Context: an optimization exercise on an open-source flow, tuned for small area and a short achievable clock period. The choices shown serve that exercise and are no tape-out recipe.
At most, simulation tests tie the RTL to the original design; equivalence was not proved.

## north
==> flow/design.v <==
`timescale 1ns/1ps
package rpi_sample_fifo_irq_pkg;
  localparam int SAMPLE_WIDTH          = 32;
  localparam int DEFAULT_DEPTH_LOG2    = 6;
  localparam int DEFAULT_IRQ_THRESHOLD = 32;
  localparam int DEFAULT_SYNC_STAGES   = 2;
  typedef enum logic [1:0] {
    IRQ_IDLE    = 2'd0,
    IRQ_ASSERT  = 2'd1,
    IRQ_RELEASE = 2'd2
  } irq_state_e;
endpackage
`timescale 1ns/1ps
module sync_edge_detect #(
  parameter int   STAGES    = 2,
  parameter logic RESET_VAL = 1'b1
) (
  input  logic clk_in,
  input  logic reset,
  input  logic async_in,
  output logic sync_out,
  output logic rise_pulse
);
  logic [STAGES-1:0] sync_q, sync_d;
  logic              prev_q, prev_d;
  always_comb begin
    sync_d = {sync_q[STAGES-2:0], async_in};
    prev_d = sync_q[STAGES-1];
  end
  always_ff @(posedge clk_in) begin
    if (reset) begin
      sync_q <= {STAGES{RESET_VAL}};
      prev_q <= RESET_VAL;
    end else begin
      sync_q <= sync_d;
      prev_q <= prev_d;
    end
  end
  assign sync_out   = sync_q[STAGES-1];
  assign rise_pulse = sync_q[STAGES-1] & ~prev_q;
endmodule
`timescale 1ns/1ps
module rpi_sample_fifo_irq
#(
  parameter int DATA_WIDTH    = rpi_sample_fifo_irq_pkg::SAMPLE_WIDTH,
  parameter int DEPTH_LOG2    = rpi_sample_fifo_irq_pkg::DEFAULT_DEPTH_LOG2,
  parameter int IRQ_THRESHOLD = rpi_sample_fifo_irq_pkg::DEFAULT_IRQ_THRESHOLD,
  parameter int SYNC_STAGES   = rpi_sample_fifo_irq_pkg::DEFAULT_SYNC_STAGES
) (
  input  logic                  clk_in,
  input  logic                  reset,
  input  logic [DATA_WIDTH-1:0] sample_in,
  input  logic                  sample_valid,
  input  logic                  rpi_rd_strobe,
  output logic [DATA_WIDTH-1:0] rpi_data,
  output logic                  rpi_data_valid,
  output logic                  interrupt_enable,
  output logic [DEPTH_LOG2:0]   fifo_level,
  output logic                  overflow,
  output logic                  underflow
);
  localparam int DEPTH   = 2**DEPTH_LOG2;    
  localparam int LEVEL_W = DEPTH_LOG2 + 1;
  localparam int RING    = 8;                
  localparam int RD_GRPS = 4;                
  localparam int RD_ROWS = DEPTH / RD_GRPS;  
  logic [DEPTH-1:0][DATA_WIDTH-1:0] mem_q;
  logic [DATA_WIDTH-1:0] rpi_data_q;
  logic [RING-1:0]    wr_lo_q, wr_hi_q;
  logic [RD_ROWS-1:0] rd_lo_q;
  logic [RD_GRPS-1:0] rd_hi_q;
  logic [LEVEL_W-1:0] level_q, level_d;
  logic               empty_q, empty_d;
  logic               full_q, full_d;
  logic               overflow_q, underflow_q, rpi_data_valid_q;
  logic               irq_q, release_q;
  logic strobe_sync, strobe_rise, pop_pulse;
  logic push_ok, pop_ok;
  sync_edge_detect #(
    .STAGES    (SYNC_STAGES),
    .RESET_VAL (1'b1)
  ) u_strobe_sync (
    .clk_in     (clk_in),
    .reset      (reset),
    .async_in   (rpi_rd_strobe),
    .sync_out   (strobe_sync),
    .rise_pulse (strobe_rise)
  );
  assign pop_pulse = strobe_rise & strobe_sync;
  assign pop_ok    = pop_pulse & ~empty_q;
  logic push_room;
  assign push_room = ~full_q | pop_pulse;
  assign push_ok   = sample_valid & push_room;
  logic [LEVEL_W-1:0] level_inc, level_dec, level_if_push, level_if_idle;
  always_comb begin
    level_inc     = level_q + LEVEL_W'(1);
    level_dec     = level_q - LEVEL_W'(1);
    level_if_push = (pop_ok | full_q) ? level_q : level_inc;
    level_if_idle = pop_ok ? level_dec : level_q;
    level_d       = sample_valid ? level_if_push : level_if_idle;
    empty_d       = sample_valid ? 1'b0 : (pop_ok ? (level_q == LEVEL_W'(1)) : empty_q);
    full_d        = sample_valid ? (full_q | (~pop_ok & (level_q == LEVEL_W'(DEPTH-1))))
                                 : (~pop_ok & full_q);
  end
  always_ff @(posedge clk_in) begin
    if (reset) begin
      wr_lo_q          <= RING'(1);
      wr_hi_q          <= RING'(1);
      rd_lo_q          <= RD_ROWS'(1);
      rd_hi_q          <= RD_GRPS'(1);
      level_q          <= '0;
      empty_q          <= 1'b1;
      full_q           <= 1'b0;
      overflow_q       <= 1'b0;
      underflow_q      <= 1'b0;
      rpi_data_valid_q <= 1'b0;
    end else begin
      if (push_ok) begin
        wr_lo_q <= {wr_lo_q[RING-2:0], wr_lo_q[RING-1]};
        if (wr_lo_q[RING-1]) wr_hi_q <= {wr_hi_q[RING-2:0], wr_hi_q[RING-1]};
      end
      if (pop_ok) begin
        rd_lo_q <= {rd_lo_q[RD_ROWS-2:0], rd_lo_q[RD_ROWS-1]};
        if (rd_lo_q[RD_ROWS-1]) rd_hi_q <= {rd_hi_q[RD_GRPS-2:0], rd_hi_q[RD_GRPS-1]};
      end
      level_q          <= level_d;
      empty_q          <= empty_d;
      full_q           <= full_d;
      overflow_q       <= overflow_q  | (sample_valid & ~push_ok);
      underflow_q      <= underflow_q | (pop_pulse & empty_q);
      rpi_data_valid_q <= rpi_data_valid_q | pop_ok;
    end
  end
  logic [RING-1:0] wr_hi_en;
  fifo_write_gate #(.N(RING)) u_wr_gate (
    .valid     (sample_valid),
    .full      (full_q),
    .rise      (strobe_rise),
    .ring      (wr_hi_q),
    .out       (wr_hi_en)
  );
  for (genvar i = 0; i < DEPTH; i++) begin : g_row
    always_ff @(posedge clk_in) begin
      if (wr_hi_en[i / RING] & wr_lo_q[i % RING]) begin
        mem_q[i] <= sample_in;
      end
    end
  end
  logic [DEPTH-1:0] rd_sel;
  always_comb begin
    for (int i = 0; i < DEPTH; i++) rd_sel[i] = rd_hi_q[i / RD_ROWS] & rd_lo_q[i % RD_ROWS];
  end
  logic [RD_GRPS-1:0][DATA_WIDTH-1:0] rd_grp_d, rd_grp_q;
  for (genvar g = 0; g < RD_GRPS; g++) begin : g_rd_grp
    fifo_read_mux #(.DEPTH(RD_ROWS), .WIDTH(DATA_WIDTH)) u_rd_mux (
      .sel  (rd_sel[g*RD_ROWS +: RD_ROWS]),
      .data (mem_q[g*RD_ROWS +: RD_ROWS]),
      .out  (rd_grp_d[g])
    );
  end
  logic [DATA_WIDTH-1:0] sample_prev_q;
  logic                  bypass_q;
  always_ff @(posedge clk_in) begin
    rd_grp_q      <= rd_grp_d;
    sample_prev_q <= sample_in;
    bypass_q      <= push_ok & empty_q;
  end
  logic [DATA_WIDTH-1:0] rd_data;
  always_comb begin
    rd_data = '0;
    for (int g = 0; g < RD_GRPS; g++) rd_data = rd_data | rd_grp_q[g];
    if (bypass_q) rd_data = sample_prev_q;
  end
  always_ff @(posedge clk_in) begin
    if (reset) begin
      rpi_data_q <= '0;
    end else if (pop_ok) begin
      rpi_data_q <= rd_data;
    end
  end
  always_ff @(posedge clk_in) begin
    if (reset) begin
      irq_q     <= 1'b0;
      release_q <= 1'b0;
    end else begin
      irq_q     <= irq_q ? ~empty_q : (~release_q & (level_q >= LEVEL_W'(IRQ_THRESHOLD)));
      release_q <= irq_q & empty_q;
    end
  end
  assign rpi_data         = rpi_data_q;
  assign rpi_data_valid   = rpi_data_valid_q;
  assign interrupt_enable = irq_q;
  assign fifo_level       = level_q;
  assign overflow         = overflow_q;
  assign underflow        = underflow_q;
endmodule
module fifo_write_gate #(
  parameter int N = 8
) (
  input  logic         valid,
  input  logic         full,
  input  logic         rise,
  input  logic [N-1:0] ring,
  output logic [N-1:0] out
);
  assign out = {N{valid & (~full | rise)}} & ring;
endmodule
module fifo_read_mux #(
  parameter int DEPTH = 16,
  parameter int WIDTH = 32
) (
  input  logic [DEPTH-1:0]            sel,
  input  logic [DEPTH-1:0][WIDTH-1:0] data,
  output logic [WIDTH-1:0]            out
);
  localparam int G = 4;
  logic [DEPTH/G-1:0][WIDTH-1:0] grp;
  always_comb begin
    for (int g = 0; g < DEPTH/G; g++) begin
      for (int b = 0; b < WIDTH; b++) begin
        logic [G-1:0] t;
        for (int k = 0; k < G; k++) t[k] = sel[g*G+k] & data[g*G+k][b];
        grp[g][b] = |t;
      end
    end
    for (int b = 0; b < WIDTH; b++) begin
      logic [DEPTH/G-1:0] u;
      for (int g = 0; g < DEPTH/G; g++) u[g] = grp[g][b];
      out[b] = |u;
    end
  end
endmodule
==> flow/config.mk <==
export PLATFORM = sky130hd
export DESIGN_NAME = rpi_sample_fifo_irq
export DESIGN_NICKNAME = rpi_sample_fifo_irq
export VERILOG_FILES = /design/flow/design.v
export SDC_FILE = /design/flow/constraint.sdc
export NUM_CORES = 4
export LEC_CHECK = 0
export CAP_MARGIN = 20
export CORE_MARGIN = 2
export CORE_UTILIZATION = 40
export CTS_CLUSTER_DIAMETER = 100
export CTS_CLUSTER_SIZE = 25
export SETUP_SLACK_MARGIN = 1.95
export SLEW_MARGIN = 20
export SYNTH_HIERARCHICAL = 1
==> flow/constraint.sdc <==
create_clock -name core_clock -period 4.0 [get_ports {clk_in}]
set_input_delay 0.8000 -clock core_clock [delete_from_list [all_inputs] [get_ports {clk_in}]]
set_output_delay 0.8000 -clock core_clock [all_outputs]
set_load 0.01 [all_outputs]
run.sh (not shown) runs the stock make flow with config.mk's settings and CLKGATE_MAP_FILE= SYNTH_SCRIPT=/design/flow/synth_recipe.tcl, a recipe that flattens the netlist after the stock synthesis.
The inputs of south differ from those of north as listed below.
diff --git a/flow/design.v b/flow/design.v
--- a/flow/design.v
+++ b/flow/design.v
@@ -147,12 +147,8 @@
     end
   end
-  logic [DEPTH-1:0] rd_sel;
-  always_comb begin
-    for (int i = 0; i < DEPTH; i++) rd_sel[i] = rd_hi_q[i / RD_ROWS] & rd_lo_q[i % RD_ROWS];
-  end
   logic [RD_GRPS-1:0][DATA_WIDTH-1:0] rd_grp_d, rd_grp_q;
   for (genvar g = 0; g < RD_GRPS; g++) begin : g_rd_grp
     fifo_read_mux #(.DEPTH(RD_ROWS), .WIDTH(DATA_WIDTH)) u_rd_mux (
-      .sel  (rd_sel[g*RD_ROWS +: RD_ROWS]),
+      .sel  (rd_lo_q),
       .data (mem_q[g*RD_ROWS +: RD_ROWS]),
       .out  (rd_grp_d[g])
@@ -169,5 +165,5 @@
   always_comb begin
     rd_data = '0;
-    for (int g = 0; g < RD_GRPS; g++) rd_data = rd_data | rd_grp_q[g];
+    for (int g = 0; g < RD_GRPS; g++) rd_data = rd_data | ({DATA_WIDTH{rd_hi_q[g]}} & rd_grp_q[g]);
     if (bypass_q) rd_data = sample_prev_q;
   end
==> run notes <==
- NOTE total nets after synthesis north->south decreased slightly
- When the final numbers for south and north were put side by side, the register share of the cell area turned out to be greater in south.
- south completed; timing, DRC and antenna clean
- Delta (south minus north): final cell utilization of the core fell 1.3 points, depth of the critical timing path with buffers and inverters included -1, total detailed-routing wirelength went down by 6.0%, maximum cell stage delay along the critical path now larger.
Only the layout flow was run in north; the RTL was not checked for function there.

## separate check: timing with driven ports
How much do the figures lean on ideal ports? The routed layouts below were timed once more, with nothing changed but the port constraints. Step 1 assumes that a clkbuf_16 drives the clock port and a buf_2 every other input. Step 2 times the ports against the registers' clock, not the clock port: input delays grow and output delays shrink by t, the midpoint of the rising clock arrivals with the driver on. a / b / c = ideal ports / drivers / drivers and shift; a / b = the first two.
run	t (ns)	setup WS [ns]	pins driven straight from the clock port
north	0.834	1.752 / 1.752 / 1.258	1
south	0.833	1.772 / 1.750 / 1.105	1
After both steps every run listed still meets setup and hold. For south, which loses most, drivers alone change the setup slack by -0.022 ns; drivers and shift together by -0.667 ns.
